Source: an optimization exercise on an open RTL-to-GDS flow (aim: small area and few clock cycles per item). Production flows keep margins and buffers that such runs may drop.
Only simulation tests tie the RTL to the original design; equivalence was not proved.
Power is estimated from default activity; no workload was simulated.

<file path="run.sh">
#!/bin/bash
# synth_recipe.tcl (not shown) runs the flow's synth.tcl, then flattens the netlist and writes it again
# the make line also repeats each setting of config.mk as NAME=value (left out here)
make -C /OpenROAD-flow-scripts/flow DESIGN_CONFIG=/design/flow/config.mk WORK_HOME=/design/flow/orfs CLKGATE_MAP_FILE= SYNTH_SCRIPT=/design/flow/synth_recipe.tcl finish
</file>
<file path="config.mk">
export PLATFORM = sky130hd
export DESIGN_NAME = packet_header_parser
export DESIGN_NICKNAME = packet_header_parser
export VERILOG_FILES = /design/flow/design.v
export SDC_FILE = /design/flow/constraint.sdc
export NUM_CORES = 4
export LEC_CHECK = 0
export CAP_MARGIN = 20
export CORE_MARGIN = 2
export CORE_UTILIZATION = 40
export SLEW_MARGIN = 20
</file>
<file path="constraint.sdc">
create_clock -name core_clock -period 7.0 [get_ports {aclk}]
set_input_delay 1.4000 -clock core_clock [delete_from_list [all_inputs] [get_ports {aclk}]]
set_output_delay 1.4000 -clock core_clock [all_outputs]
set_load 0.01 [all_outputs]
</file>
<file path="design.v">
package php_pkg;
    localparam int unsigned MAX_FRAME_DEF = 2048;
    localparam int unsigned RESULT_W = 80;
endpackage
import php_pkg::*;
module packet_header_parser #(
    parameter int unsigned MAX_FRAME = php_pkg::MAX_FRAME_DEF
) (
    input  logic                         aclk,
    input  logic                         aresetn,
    input  logic                         s_axis_tvalid,
    output logic                         s_axis_tready,
    input  logic [7:0]                   s_axis_tdata,
    input  logic                         s_axis_tlast,
    output logic                         m_axis_tvalid,
    input  logic                         m_axis_tready,
    output logic [php_pkg::RESULT_W-1:0] m_axis_tdata
);
    localparam int unsigned IDX_W = $clog2(MAX_FRAME + 1);
    logic pend_reg;    
    logic fresh_reg;   
    logic [IDX_W-1:0] n_reg;        
    logic             e08_reg;      
    logic             ip_reg;       
    logic             arp_reg;      
    logic [3:0]       ver_reg;
    logic [3:0]       ihl_reg;
    logic [15:0]      len_reg;      
    logic [1:0]       pc_reg;       
    logic             ipok_reg;     
    logic [15:0]      p1_reg;       
    logic [15:0]      p2_reg;       
    logic [15:0]      tsum_reg;     
    logic [3:0]       off_reg;
    logic [7:0]       flg_reg;
    logic go, last_go;
    assign s_axis_tready = !pend_reg || m_axis_tready;
    assign go            = s_axis_tvalid && s_axis_tready;
    assign last_go       = go && s_axis_tlast;
    assign m_axis_tvalid = pend_reg;
    logic [5:0]       start;
    logic [IDX_W-1:0] k, t;
    logic             t_neg;        
    logic             t_lt_len;     
    logic [7:0]       b;
    assign b     = s_axis_tdata;
    assign start = (ihl_reg < 4'd5) ? 6'd20 : {ihl_reg, 2'b00};
    assign k     = n_reg - IDX_W'(14);
    assign {t_neg, t} = {1'b0, n_reg} - {1'b0, IDX_W'(14) + IDX_W'(start)};
    assign t_lt_len   = ({{(16 - IDX_W){1'b0}}, t} < len_reg);
    function automatic logic [15:0] add_byte(input logic [15:0] acc, input logic [7:0] v,
                                             input logic lo);
        logic [16:0] s;
        s = {1'b0, acc} + (lo ? {9'b0, v} : {1'b0, v, 8'b0});
        add_byte = s[15:0] + {15'b0, s[16]};
    endfunction
    logic        capped, lane_lo;
    logic        ip_add, t_add;
    logic [7:0]  t_opnd;
    logic [15:0] ip_sum, t_sum;
    assign capped  = (n_reg == IDX_W'(MAX_FRAME));
    assign lane_lo = n_reg[0];
    assign ip_add  = ip_reg && (k < {{(IDX_W - 6){1'b0}}, ihl_reg, 2'b00} || k == '0);
    assign ip_sum  = add_byte(p1_reg, b, lane_lo);
    always_comb begin
        t_opnd = b;
        t_add  = 1'b0;
        if (ip_reg) begin
            if (k == IDX_W'(4)) begin
                t_opnd = len_reg[15:8];
                t_add  = 1'b1;
            end else if (k == IDX_W'(5)) begin
                t_opnd = len_reg[7:0];
                t_add  = 1'b1;
            end else if (k >= IDX_W'(12) && k <= IDX_W'(19)) begin
                t_add = 1'b1;
            end else if (!t_neg && t_lt_len) begin
                t_add = 1'b1;
            end
        end
    end
    assign t_sum = add_byte(tsum_reg, t_opnd, lane_lo);
    always_ff @(posedge aclk) begin
        if (!aresetn) begin
            pend_reg  <= 1'b0;
            fresh_reg <= 1'b1;
        end else begin
            if (last_go) pend_reg <= 1'b1;
            else if (m_axis_tready) pend_reg <= 1'b0;
            if (go) fresh_reg <= s_axis_tlast;
        end
    end
    always_ff @(posedge aclk) begin
        if (go) begin
            if (fresh_reg) begin
                n_reg    <= IDX_W'(1);
                e08_reg  <= 1'b0;
                ip_reg   <= 1'b0;
                arp_reg  <= 1'b0;
                ver_reg  <= '0;
                ihl_reg  <= '0;
                len_reg  <= '0;
                pc_reg   <= '0;
                ipok_reg <= 1'b0;
                p1_reg   <= '0;
                p2_reg   <= '0;
                tsum_reg <= 16'd6;
                off_reg  <= '0;
                flg_reg  <= '0;
            end else if (!capped) begin
                n_reg <= n_reg + IDX_W'(1);
                if (n_reg == IDX_W'(12)) e08_reg <= (b == 8'h08);
                if (n_reg == IDX_W'(13)) begin
                    ip_reg  <= e08_reg && (b == 8'h00);
                    arp_reg <= e08_reg && (b == 8'h06);
                end
                if (arp_reg) begin
                    if (k == IDX_W'(6)) p1_reg[15:8] <= b;
                    if (k == IDX_W'(7)) p1_reg[7:0] <= b;
                end
                if (ip_reg) begin
                    if (k == IDX_W'(0)) begin
                        ver_reg <= b[7:4];
                        ihl_reg <= b[3:0];
                    end
                    if (k == IDX_W'(2)) len_reg[15:8] <= b;
                    if (k == IDX_W'(3)) len_reg <= {len_reg[15:8], b} - {10'b0, start};
                    if (k == IDX_W'(9)) begin
                        case (b)
                            8'd1:    pc_reg <= 2'd1;
                            8'd6:    pc_reg <= 2'd2;
                            8'd17:   pc_reg <= 2'd3;
                            default: pc_reg <= 2'd0;
                        endcase
                    end
                    if (ip_add) begin
                        p1_reg   <= ip_sum;
                        ipok_reg <= (ip_sum == 16'hFFFF);
                    end
                    if (!t_neg) begin
                        if (t == IDX_W'(0)) p1_reg[15:8] <= b;
                        if (t == IDX_W'(1)) p1_reg[7:0] <= b;
                        if (t == IDX_W'(2)) p2_reg[15:8] <= b;
                        if (t == IDX_W'(3)) p2_reg[7:0] <= b;
                        if (t == IDX_W'(12)) off_reg <= b[7:4];
                        if (t == IDX_W'(13)) flg_reg <= b;
                    end
                    if (t_add) tsum_reg <= t_sum;
                end
            end
        end
    end
    logic is_tcp, is_udp, is_icmp, trunc, t_ge2, t_ge4;
    assign is_tcp  = (pc_reg == 2'd2);
    assign is_udp  = (pc_reg == 2'd3);
    assign is_icmp = (pc_reg == 2'd1);
    assign t_ge2   = !t_neg && (t >= IDX_W'(2));
    assign t_ge4   = !t_neg && (t >= IDX_W'(4));
    always_comb begin
        if (ip_reg) begin
            trunc = t_neg
                 || ((is_icmp || is_udp) && t < IDX_W'(8))
                 || (is_tcp && (t < IDX_W'(20) || t_lt_len));
        end else if (arp_reg) begin
            trunc = n_reg < IDX_W'(42);
        end else begin
            trunc = n_reg < IDX_W'(14);
        end
        m_axis_tdata        = '0;
        m_axis_tdata[1:0]   = ip_reg ? 2'd0 : arp_reg ? 2'd1 : 2'd2;
        m_axis_tdata[4:2]   = ip_reg ? {pc_reg == 2'd0, pc_reg} : 3'd0;
        m_axis_tdata[8:5]   = ver_reg;
        m_axis_tdata[14:9]  = {ihl_reg, 2'b00};
        m_axis_tdata[15]    = ipok_reg && !trunc;
        m_axis_tdata[16]    = is_tcp && !trunc && (tsum_reg == 16'hFFFF);
        if ((is_tcp || is_udp) && t_ge2) m_axis_tdata[32:17] = p1_reg;
        if ((is_tcp || is_udp) && t_ge4) m_axis_tdata[48:33] = p2_reg;
        if (is_tcp) begin
            m_axis_tdata[56:49] = flg_reg;
            m_axis_tdata[62:57] = {off_reg, 2'b00};
        end
        if (arp_reg && n_reg >= IDX_W'(22)) m_axis_tdata[78:63] = p1_reg;
        if (is_icmp && t_ge2) m_axis_tdata[78:63] = {8'h00, p1_reg[15:8]};
        m_axis_tdata[79]    = trunc;
    end
endmodule
</file>
==> notes.md <==
==> layer usage <==
| layer | global-route usage | wire length, um | part of all wire | vias up |
|---|---|---|---|---|
| li1 | - | - | - | 4040 |
| met1 | 0.346 | 13400 | 0.45 | 3966 |
| met2 | 0.385 | 13200 | 0.45 | 343 |
| met3 | 0.0269 | 2030 | 0.069 | 68 |
| met4 | 0.0882 | 899 | 0.031 | 0 |
| met5 | 0 | 0 | 0 | - |
==> synth_stat cells, types with 9 or more instances <==
master | count | area, um^2
sky130_fd_sc_hd__nor3_1 | 43 | 215
sky130_fd_sc_hd__xnor2_1 | 36 | 315
sky130_fd_sc_hd__mux2i_1 | 13 | 130
sky130_fd_sc_hd__o21ai_0 | 46 | 230
sky130_fd_sc_hd__a31oi_1 | 16 | 100
sky130_fd_sc_hd__edfxtp_1 | 102 | 3060
sky130_fd_sc_hd__a21oi_1 | 53 | 265
sky130_fd_sc_hd__clkbuf_1 | 40 | 150
sky130_fd_sc_hd__ha_1 | 69 | 863
sky130_fd_sc_hd__nand2_1 | 56 | 210
sky130_fd_sc_hd__nor2_1 | 121 | 454
sky130_fd_sc_hd__and2_1 | 48 | 300
sky130_fd_sc_hd__nand3_1 | 34 | 170
sky130_fd_sc_hd__xor2_1 | 36 | 315
sky130_fd_sc_hd__a21o_1 | 19 | 143
sky130_fd_sc_hd__inv_1 | 56 | 210
sky130_fd_sc_hd__nor2b_1 | 23 | 144
sky130_fd_sc_hd__nand4_1 | 17 | 106
sky130_fd_sc_hd__nor4_1 | 13 | 81.3
sky130_fd_sc_hd__and3_1 | 27 | 169
sky130_fd_sc_hd__o21a_1 | 9 | 67.6
==> worst reg2reg max path, delay by kind of cell, from the launching register on <==
kind / cells / cell delay [ns]
flip-flops: 1 / 0.42
XOR/XNOR: 1 / 0.12
AO/OA/AOI/OAI: 11 / 2.34
AND/OR/NAND/NOR: 12 / 1.62
adder cells (fa/ha/maj): 5 / 1.39
buffers and inverters: 2 / 0.42
==> timing repair <==
item | in CTS | in global routing
gates resized for setup | 1 | 12
endpoints found under the setup margin | 3 | 12
endpoints found under the hold margin | 0 | 0
pin swaps | 0 | 1
buffers inserted | 0 | 2
==> power groups by stage <==
stage | clock network, mW | logic, mW | registers (mW)
after global placement | 0 | 0.582 | 0.800
after CTS | 0.552 | 0.589 | 0.786
after floorplan | 0 | 0.421 | 0.772
after global routing | 0.567 | 0.665 | 0.793
after detailed placement | 0 | 0.585 | 0.800
final | 0.545 | 0.604 | 0.787
==> through the flow <==
step / setup WS [ns] / cell area (um^2) / hold slack, ns
final: 0.360 / 10900 / 0.582
after floorplan: 0.563 / 9230 / 0.632
after detailed placement: 0.210 / 10500 / 0.572
after global placement: 0.203 / 10500 / 0.570
after global routing: -0.0168 / 10900 / 0.631
after CTS: 0.0416 / 10800 / 0.588
==> kinds of logic after synthesis <==
family | count (synthesis)
compound gates | 247
xor+xnor | 73
fa+ha+maj | 72
buf+inv | 115
flops | 104
mux | 14
other cells | 1
simple gates | 433
==> how the worst max path moves through the flow <==
| stage | from | endpoint | slack, ns | depth (start not counted) |
|---|---|---|---|---|
| after CTS | ihl_reg[3]$_SDFFCE_PP0P_ | m_axis_tdata[79] | 0.04 | 20 |
| after global routing | n_reg[2]$_SDFFCE_PP0P_ | tsum_reg[12]$_SDFFCE_PP0P_ | -0.02 | 31 |
| final | ihl_reg[3]$_SDFFCE_PP0P_ | m_axis_tdata[79] | 0.36 | 20 |
| after detailed placement | s_axis_tdata[4] | ipok_reg$_SDFFCE_PP0P_ | 0.21 | 21 |
| after global placement | s_axis_tdata[4] | ipok_reg$_SDFFCE_PP0P_ | 0.20 | 20 |
| after floorplan | n_reg[1]$_SDFFCE_PP0P_ | tsum_reg[14]$_SDFFCE_PP0P_ | 0.56 | 30 |
==> area by class of cell <==
| class | count | area [um^2] |
|---|---|---|
| multi-input combinational | 843 | 5720 |
| tap | 285 | 357 |
| timing repair buffer | 123 | 1150 |
| inverter | 58 | 218 |
| clock inverter | 7 | 91.3 |
| clock buffer | 9 | 225 |
| sequential | 104 | 3100 |
| fill | 2181 | 11800 |
==> metrics.log <==
INFO  metric run_status = no timing/DRC/antenna violations
INFO  metric critPathMaxStageDelay = roughly 0.54 ns
INFO  metric switchingPower = ~700 uW
INFO  metric combPwrFrac = 0.312
INFO  metric power_switching_share = 0.360
INFO  metric globalRouteOverflowTotal = 0
INFO  metric synth_sequential_area_ratio = 0.337
INFO  metric pwr-share-clk = 0.281
INFO  metric final_cells = ~1,400
INFO  metric synthMuxAreaShare = 0.0153
INFO  metric synth_top_family_by_area = simple AND/OR/NAND/NOR gates
INFO  metric gr-usage-all-layers = 0.244
INFO  metric hold_viol_final = 0
INFO  metric antennaDiodeCount = 0
INFO  metric cts.hold.buffers_added = 0
INFO  metric crit_top_cell = sky130_fd_sc_hd__ha_1
INFO  metric setup_viol = 0
INFO  metric synth.distinct_cells = 85
INFO  metric postRouteAntennaNets = 0
INFO  metric routed-via-count = around 8,400
INFO  metric cts_htree_levels = 3
INFO  metric maximum_number_of_pins_on_one_net_before_global_route_repair = 36
INFO  metric synth.yosys.warnings = 1
INFO  metric via_per_inst = around 5.9
INFO  metric r2r_slack = ~0.42 ns
INFO  metric ys_async_sr_fraction = 0
INFO  metric timing.hold.worst.start = pend_reg$_SDFFE_PN0P_
INFO  metric clk_pin_slew_worst_paths = ~0.08 ns
INFO  metric critPathRequiredTime = about 5.6 ns
INFO  metric final_period_demand_of_the_worst_path = about 6.6 ns
INFO  metric post-dp-hpwl = roughly 22,000 um
INFO  metric static-leakage-power = around 4.2 nW
INFO  metric yosys_register_bits = roughly 100
INFO  metric mappedNetlistArea = just over 9000 um^2
INFO  metric fmax = roughly 150 MHz
INFO  metric detail_route.wl_per_cell = just over 20 um
INFO  metric clkLatencyLatePin = between 0.3 and 0.4 ns
INFO  metric dr.pass1.iters = 5
INFO  metric syn_area_per_cell = around 8.7 um^2
INFO  metric maxCapViolCount = 0
INFO  metric nets = ~1,200
INFO  metric final-max-slew-violation-count = 0
INFO  metric timing.max_slew.rel_slack = 0.289
INFO  metric final_core_util = 0.480
INFO  metric hp-class = reg -> reg
INFO  metric peakVddDrop = ~0.00012 V
INFO  metric tritoncts_num_sinks = 104
INFO  metric internal-power = 1.24 mW
INFO  metric ioPinCount = 95
INFO  metric power.density_cell_area = about 180 nW/um^2
INFO  metric portBuffers = 90
INFO  metric die_width = 156 um
INFO  metric overall_routed_net_length = around 29,000 um
INFO  metric holdPathStages = 2
INFO  metric seqPwrFrac = 0.407
INFO  metric post_synth_xor_area_fraction = 0.0702
INFO  metric worst-path-buf-inv = 1
INFO  metric layout_common_cells = sky130_fd_sc_hd__nor2_1 (121), sky130_fd_sc_hd__edfxtp_1 (102), sky130_fd_sc_hd__clkdlybuf4s50_1 (90), sky130_fd_sc_hd__ha_1 (69)
INFO  metric placed_cells = 1,411
INFO  metric yosys.area_share.simple = 0.245
INFO  metric critical_path.startpoint_type = flip-flop
INFO  metric yosys.area_share.adder = 0.100
INFO  metric clock-root-buffer = sky130_fd_sc_hd__clkbuf_16
INFO  metric antenna_violations_before_repair = 0
INFO  metric clk_path_buf_depth = 2
INFO  metric drive_above_1_share = 0.0804
INFO  metric first_global_vias = a little under 8,000
INFO  metric timing.rr.end = tsum_reg[14]$_SDFFCE_PP0P_
INFO  metric cp_max_fo = 6
INFO  metric ys.flop_type = sky130_fd_sc_hd__edfxtp_1
INFO  metric fin_tns_setup = 0 ns
INFO  metric arrival = approximately 5.2 ns
INFO  metric fraction_of_the_cycle_the_final_worst_path_needs = 0.949
INFO  metric critical_path_cell_by_cell = o21ai_1 > ha_1 > ha_1 > nor2b_1 > o21a_1 > o21a_1 > o21ai_2 > nor2b_1 > nand3_1 > xnor2_1 > ha_1 > nand4_1 > nor2_1 > nor2_1 > nand2_1 > a211oi_2 > nor3_1 > o211ai_1 > and2_1 > clkdlybuf4s50_1
INFO  metric critical_path.endpoint_type = primary output
INFO  metric flow.area_growth_from_synthesis = 17.9%
INFO  metric reg2regPathDepth = 31
INFO  metric critical_path_class = reg -> out
INFO  metric fp.dieArea = approximately 24,000 um^2
INFO  metric cts_buffers = 9
INFO  metric number_of_enable_type_register_cells_in_the_synthesized_netlist = around 100
INFO  metric grt_first_pass_wirelength = about 45,000 um
INFO  metric initial_utilization = 0.407
INFO  metric netlist_instances = 1,059
INFO  metric hold_end = pend_reg$_SDFFE_PN0P_
INFO  metric timing.clock.skew = a little over 0.01 ns
INFO  metric path_delay_family = compound AO/OA/AOI/OAI gates
INFO  metric tritoncts = done
INFO  metric post_route_total_power = 1.94 mW
INFO  metric synth_compound_area_frac = 0.182
INFO  metric drt_iter0_drc = ~740
INFO  metric placeableCoreArea = approximately 23,000 um^2
INFO  metric cp_slowest_cell = sky130_fd_sc_hd__clkdlybuf4s50_1
INFO  metric placementRows = 55
INFO  metric drc = 0
INFO  metric dieHeight = 156 um
INFO  metric place.gp.congestion = roughly 0.94
INFO  metric leading_cell_type_in_the_layout_fill_and_taps_excluded = sky130_fd_sc_hd__nor2_1
INFO  metric worstMarginPinSlew = about 1.1 ns
INFO  metric r2r_start = n_reg[2]$_SDFFCE_PP0P_
Testbench counts, summed over its fixed seeds: cycles 135,206, frames 2,400.

static timing again, ports no longer ideal:
How much do the figures lean on ideal ports? The routed layout below was timed once more, with nothing changed but the port constraints.
Step 1 (the two cells are an assumption about what drives the block):
set clk [get_ports {aclk}]
set_driving_cell -lib_cell sky130_fd_sc_hd__clkbuf_16 $clk
set_driving_cell -lib_cell sky130_fd_sc_hd__buf_2 [delete_from_list [all_inputs] $clk]
Step 2 adds t to the input delays and takes it off the output delays; t is the mean of the earliest and latest rising clock arrival at the registers after step 1. Input paths then give back, and output paths get back, about the clock's delay inside the block.
Slacks: ideal ports / drivers / drivers and shift; pairs: ideal ports / drivers.
t (ns): 0.410
setup slack, ns: 0.360 / 0.316 / 0.159
hold WS [ns]: 0.582 / 0.582 / 0.582
pins driven straight from the clock port: 1
After both steps this run still meets setup and hold. The setup slack of this run moves by -0.044 ns with the drivers and by -0.201 ns with both steps.
